From an optimization exercise on the open Yosys and OpenROAD flow, aimed at small area, a short achievable clock period and few clock cycles per item; shortcuts taken in it are not production practice.
RTL that was checked went through simulation tests only; none was proved equivalent to the original.
No activity file was given, so power comes from the tool's default toggle rates.

Setup of the previous run:
## tone_prescaler_period_search_unit
module tone_prescaler_period_search_unit (
  input  logic                           clk,
  input  logic                           rst,
  input  logic                           wr_en,
  input  logic [tps_pkg::CFG_IDX_W-1:0]  wr_index,
  input  logic [tps_pkg::CFG_DATA_W-1:0] wr_data,
  input  logic                           req_valid,
  output logic                           req_ready,
  input  logic [tps_pkg::FREQ_W-1:0]     req_frequency,
  output logic                           rsp_valid,
  input  logic                           rsp_ready,
  output logic [tps_pkg::PRESC_W-1:0]    rsp_prescaler,
  output logic [tps_pkg::PERIOD_W-1:0]   rsp_period,
  output logic [tps_pkg::MATCH_W-1:0]    rsp_match,
  output logic [tps_pkg::HZ_W-1:0]       rsp_achieved_hz,
  output logic                           rsp_clamped,
  output logic                           rsp_silent
);
  localparam int unsigned ACT_W = tps_pkg::ACT_W;
  typedef enum logic [2:0] {
    S_IDLE, S_LOAD, S_WAIT, S_PREP, S_FIN, S_END
  } state_t;
  typedef enum logic [2:0] {
    J_C,      
    J_K,      
    J_PK,     
    J_PCLK,   
    J_PER,    
    J_ERR     
  } job_t;
  state_t state;
  job_t   job;
  logic [31:0] clock_hz;
  logic [15:0] period_lo;
  logic [15:0] period_hi;
  logic [23:0] freq;
  logic [4:0]  bl_f;
  logic [5:0]  bl_c;     
  logic [4:0]  bl_hi;
  logic [7:0]  p_cnt;
  logic        nofit;    
  logic        clamp;    
  logic        sil;      
  logic [ACT_W-1:0] act_q;
  function automatic logic [5:0] bitlen32(input logic [31:0] v);
    bitlen32 = 6'd0;
    for (int i = 0; i < 32; i++)
      if (v[i]) bitlen32 = 6'(i + 1);
  endfunction
  function automatic logic [4:0] bitlen24(input logic [23:0] v);
    bitlen24 = 5'd0;
    for (int i = 0; i < 24; i++)
      if (v[i]) bitlen24 = 5'(i + 1);
  endfunction
  function automatic logic [4:0] bitlen16(input logic [15:0] v);
    bitlen16 = 5'd0;
    for (int i = 0; i < 16; i++)
      if (v[i]) bitlen16 = 5'(i + 1);
  endfunction
  logic        div_ld;
  logic [31:0] div_x;
  logic [23:0] div_d;
  logic        div_p1;
  logic        sh_wr;
  logic [4:0]  sh_in;
  logic        none_in;
  logic        div_busy;
  logic [31:0] quo;
  logic [23:0] rem;
  logic [23:0] dvs;
  ...
Size in the first run: ~2700 cells after synthesis, roughly 270 flip-flops, about 0.021 sq mm of cells after synthesis.
Settings: LEC_CHECK=0, ABC_AREA=1, CAP_MARGIN=20, CORE_MARGIN=2, CORE_UTILIZATION=40, SETUP_SLACK_MARGIN=4.0, SLEW_MARGIN=20; clock period 7.0 ns.
run.sh (not shown) runs the stock make flow with config.mk's settings and CLKGATE_MAP_FILE= SYNTH_SCRIPT=/design/flow/synth_recipe.tcl, a recipe that flattens the netlist after the stock synthesis.
The previous run finished every stage and its layout cleared the timing, design-rule and antenna checks.
#### Input delta (the current run over the previous run)
Settings: ABC_CLOCK_PERIOD_IN_PS newly set to 3000; ABC_AREA removed (was 1).
Findings:
Looking at length of routed met2 wiring, the current run sits about 2.4% lower than the previous run does.
Of the previous run and the current run, the previous run shows the higher hold slack, with the current run below it.
In the current run, the setup slack came out 0.12 ns above the value in the previous run.
Function was not checked in any run of this note: the RTL went through the layout flow alone.


## v40
Another version of the RTL of tone_prescaler_period_search_unit (not shown whole).
For scale: roughly 2700 cells after synthesis, about 290 flip-flops, ~140 I/O pins.
==> flow/design.v (excerpt) <==
module tone_prescaler_period_search_unit (
  input  logic                           clk,
  input  logic                           rst,
  input  logic                           wr_en,
  input  logic [tps_pkg::CFG_IDX_W-1:0]  wr_index,
  input  logic [tps_pkg::CFG_DATA_W-1:0] wr_data,
  input  logic                           req_valid,
  output logic                           req_ready,
  input  logic [tps_pkg::FREQ_W-1:0]     req_frequency,
  output logic                           rsp_valid,
  input  logic                           rsp_ready,
  output logic [tps_pkg::PRESC_W-1:0]    rsp_prescaler,
  output logic [tps_pkg::PERIOD_W-1:0]   rsp_period,
  output logic [tps_pkg::MATCH_W-1:0]    rsp_match,
  output logic [tps_pkg::HZ_W-1:0]       rsp_achieved_hz,
  output logic                           rsp_clamped,
  output logic                           rsp_silent
);
Settings: LEC_CHECK=0, ABC_CLOCK_PERIOD_IN_PS=4000, CAP_MARGIN=20, CORE_MARGIN=2, CORE_UTILIZATION=40, SETUP_SLACK_MARGIN=3.0, SLEW_MARGIN=20; clock period 7.0 ns.
Testbench counts of v40, summed over its fixed seeds: cycles 7,212, items 576.
diff inputs: v40 => v41
Settings: SETUP_SLACK_MARGIN changed from 3.0 to 2.5; CORE_UTILIZATION changed from 40 to 30.
Results
The higher worst-case setup margin in the final layout of v40 and v41 is in v41.
Between v40 and v41, the portion of total power attributed to the clock network is higher for v40.
v41 vs v40 — design area dropped slightly
In v41 the part of the power in combinational logic turned out 1.2 points higher than in v40.
The lower data required time at the worst endpoint of v40 and v41 is in v41.
v41 contains fewer vias than v40.
Higher clock-buffer cell count among v40 and v41: v41
Input-level comparison between v1 and v41:
Settings: swapping 30 for 40 in CORE_UTILIZATION.
### Flow results
- Going from v41 to v1, the fraction of power consumed by the clock network was found to have gone up by 0.5 points.
- The higher net switching fraction of the power of v1 and v41 is in v1.
- The lower worst setup skew after layout came out of v1.


## lane 1
Another version of the RTL of tone_prescaler_period_search_unit (not shown whole).
Size in the first run: ~2600 cells after synthesis, roughly 270 flip-flops, roughly 140 I/O pins.
Settings: LEC_CHECK=0, ABC_CLOCK_PERIOD_IN_PS=3000, CAP_MARGIN=20, CORE_MARGIN=2, CORE_UTILIZATION=40, SETUP_SLACK_MARGIN=4.0, SLEW_MARGIN=20; clock period 7.0 ns.
Testbench counts of lane 1, summed over its fixed seeds: cycles 7,632, items 576.
--- input diff lane 1..lane 2 ---
- SETUP_SLACK_MARGIN now 3.0, was 4.0
- ABC_CLOCK_PERIOD_IN_PS now 4000, was 3000
Findings:
- On core utilization: between lane 2 and lane 1, it ends up lower for lane 2.
- Diff lane 1 -> lane 2 | sequential power | up by a few percent
- Lane 2 has final area below what lane 1 had.
- Lane 2: PASS, flow complete, no timing, DRC or antenna violations


Setup of run a:
Another version of the RTL of tone_prescaler_period_search_unit (not shown whole).
For scale: roughly 2400 cells after synthesis, roughly 140 I/O pins, roughly 21000 um^2 of cells after synthesis.
// tone_prescaler_period_search_unit
module tone_prescaler_period_search_unit (
  input  logic                           clk,
  input  logic                           rst,
  input  logic                           wr_en,
  input  logic [tps_pkg::CFG_IDX_W-1:0]  wr_index,
  input  logic [tps_pkg::CFG_DATA_W-1:0] wr_data,
  input  logic                           req_valid,
  output logic                           req_ready,
  input  logic [tps_pkg::FREQ_W-1:0]     req_frequency,
  output logic                           rsp_valid,
  input  logic                           rsp_ready,
  output logic [tps_pkg::PRESC_W-1:0]    rsp_prescaler,
  output logic [tps_pkg::PERIOD_W-1:0]   rsp_period,
  output logic [tps_pkg::MATCH_W-1:0]    rsp_match,
  output logic [tps_pkg::HZ_W-1:0]       rsp_achieved_hz,
  output logic                           rsp_clamped,
  output logic                           rsp_silent
);
clock: 7.0 ns
lec_check: 0
cap_margin: 20
core_margin: 2
core_utilization: 40
slew_margin: 20
## Diff of input files: run b against run a
# run a
export LEC_CHECK = 0
export CAP_MARGIN = 20
export CORE_MARGIN = 2
export CORE_UTILIZATION = 40
export SLEW_MARGIN = 20
create_clock -name core_clock -period 7.0 [get_ports {clk}]
# run b
export LEC_CHECK = 0
export ABC_CLOCK_PERIOD_IN_PS = 3000
export CAP_MARGIN = 20
export CORE_MARGIN = 2
export CORE_UTILIZATION = 40
export SETUP_SLACK_MARGIN = 3.5
export SLEW_MARGIN = 20
create_clock -name core_clock -period 7.0 [get_ports {clk}]
[summary]
In run b the met1 track utilization from global routing turned out 0.37 points lower than in run a. Final cell area excluding filler cells, run b and run a: larger value in run b. NOTE: overall routed net length in run b exceeds that of run a. Top routing layer in use = met4: run a; top routing layer in use = met5: run b. Run b against run a: global-route usage increased by 1.2 points relative to the old numbers, area fraction of clock buffers and clock inverters fell 0.24 points, cell count of the worst hold path barely changed.
No functional check of the RTL was part of any run of this note.


== job 101 ==
Another version of the RTL of tone_prescaler_period_search_unit (not shown whole).
For scale: ~2700 cells after synthesis, ~0.023 mm² of cells after synthesis.
Design tone_prescaler_period_search_unit, start of the top module:
module tone_prescaler_period_search_unit (
  input  logic                           clk,
  input  logic                           rst,
  input  logic                           wr_en,
  input  logic [tps_pkg::CFG_IDX_W-1:0]  wr_index,
  input  logic [tps_pkg::CFG_DATA_W-1:0] wr_data,
  input  logic                           req_valid,
  output logic                           req_ready,
  input  logic [tps_pkg::FREQ_W-1:0]     req_frequency,
  output logic                           rsp_valid,
  input  logic                           rsp_ready,
  output logic [tps_pkg::PRESC_W-1:0]    rsp_prescaler,
  output logic [tps_pkg::PERIOD_W-1:0]   rsp_period,
  output logic [tps_pkg::MATCH_W-1:0]    rsp_match,
  output logic [tps_pkg::HZ_W-1:0]       rsp_achieved_hz,
  output logic                           rsp_clamped,
  output logic                           rsp_silent
);
make LEC_CHECK=0 ABC_CLOCK_PERIOD_IN_PS=4000 CAP_MARGIN=20 CORE_MARGIN=2 CORE_UTILIZATION=30 SETUP_SLACK_MARGIN=2.5 SLEW_MARGIN=20 finish   # period 7.0 ns
Testbench counts of job 101, summed over its fixed seeds: cycles 7,212, items 576.
For job 102, these inputs were changed with respect to job 101:
-- flow/config.mk --
<<< job 101, line 10
export CORE_MARGIN = 2
export CORE_UTILIZATION = 30
export SETUP_SLACK_MARGIN = 2.5
>>> job 102, line 10
export CORE_MARGIN = 2
export CORE_UTILIZATION = 40
export SETUP_SLACK_MARGIN = 2.5
Diff job 101..job 102 | fraction of the mapped netlist area in adder cells | unchanged. Re worst hold slack: job 102 and job 101 aren't equal, and the higher value belongs to job 102. Comparing the two runs side by side, job 102 comes out behind job 101 on wire length.

## what the ideal ports hide
How much do the figures lean on ideal ports? The routed layouts below were timed once more, with nothing changed but the port constraints. Step 1, drivers: a clkbuf_16 drives clk and a buf_2 each remaining input, both assumed. Step 2 also shifts input and output timing later by t, the mid clock arrival at the registers, as if the neighbouring blocks saw the same clock. a / b / c = ideal / step 1 / step 2; a / b = the first two.
run | shift t [ns] | slack for setup (ns) | latest minus earliest clock arrival (ns)
the previous run | 0.628 | 2.675 / 2.700 / 2.072 | 0.024 / 0.024
the current run | 0.605 | 2.799 / 2.817 / 2.211 | 0.043 / 0.043
v40 | 0.630 | 2.045 / 2.045 / 2.045 | 0.022 / 0.022
v41 | 0.625 | 2.140 / 2.140 / 2.115 | 0.039 / 0.039
v1 | 0.625 | 2.065 / 2.003 / 2.087 | 0.025 / 0.025
lane 1 | 0.622 | 1.746 / 1.746 / 1.746 | 0.024 / 0.024
lane 2 | 0.623 | 1.744 / 1.744 / 1.744 | 0.022 / 0.021
run a | 0.656 | 0.786 / 0.786 / 0.786 | 0.021 / 0.022
run b | 0.609 | 2.128 / 2.128 / 1.806 | 0.041 / 0.041
job 101 | 0.635 | 1.970 / 1.970 / 1.824 | 0.042 / 0.042
job 102 | 0.609 | 1.924 / 1.886 / 1.794 | 0.023 / 0.023
After both steps every run listed still meets setup and hold. For the previous run, which loses most, drivers alone change the setup slack by +0.025 ns; drivers and shift together by -0.603 ns.
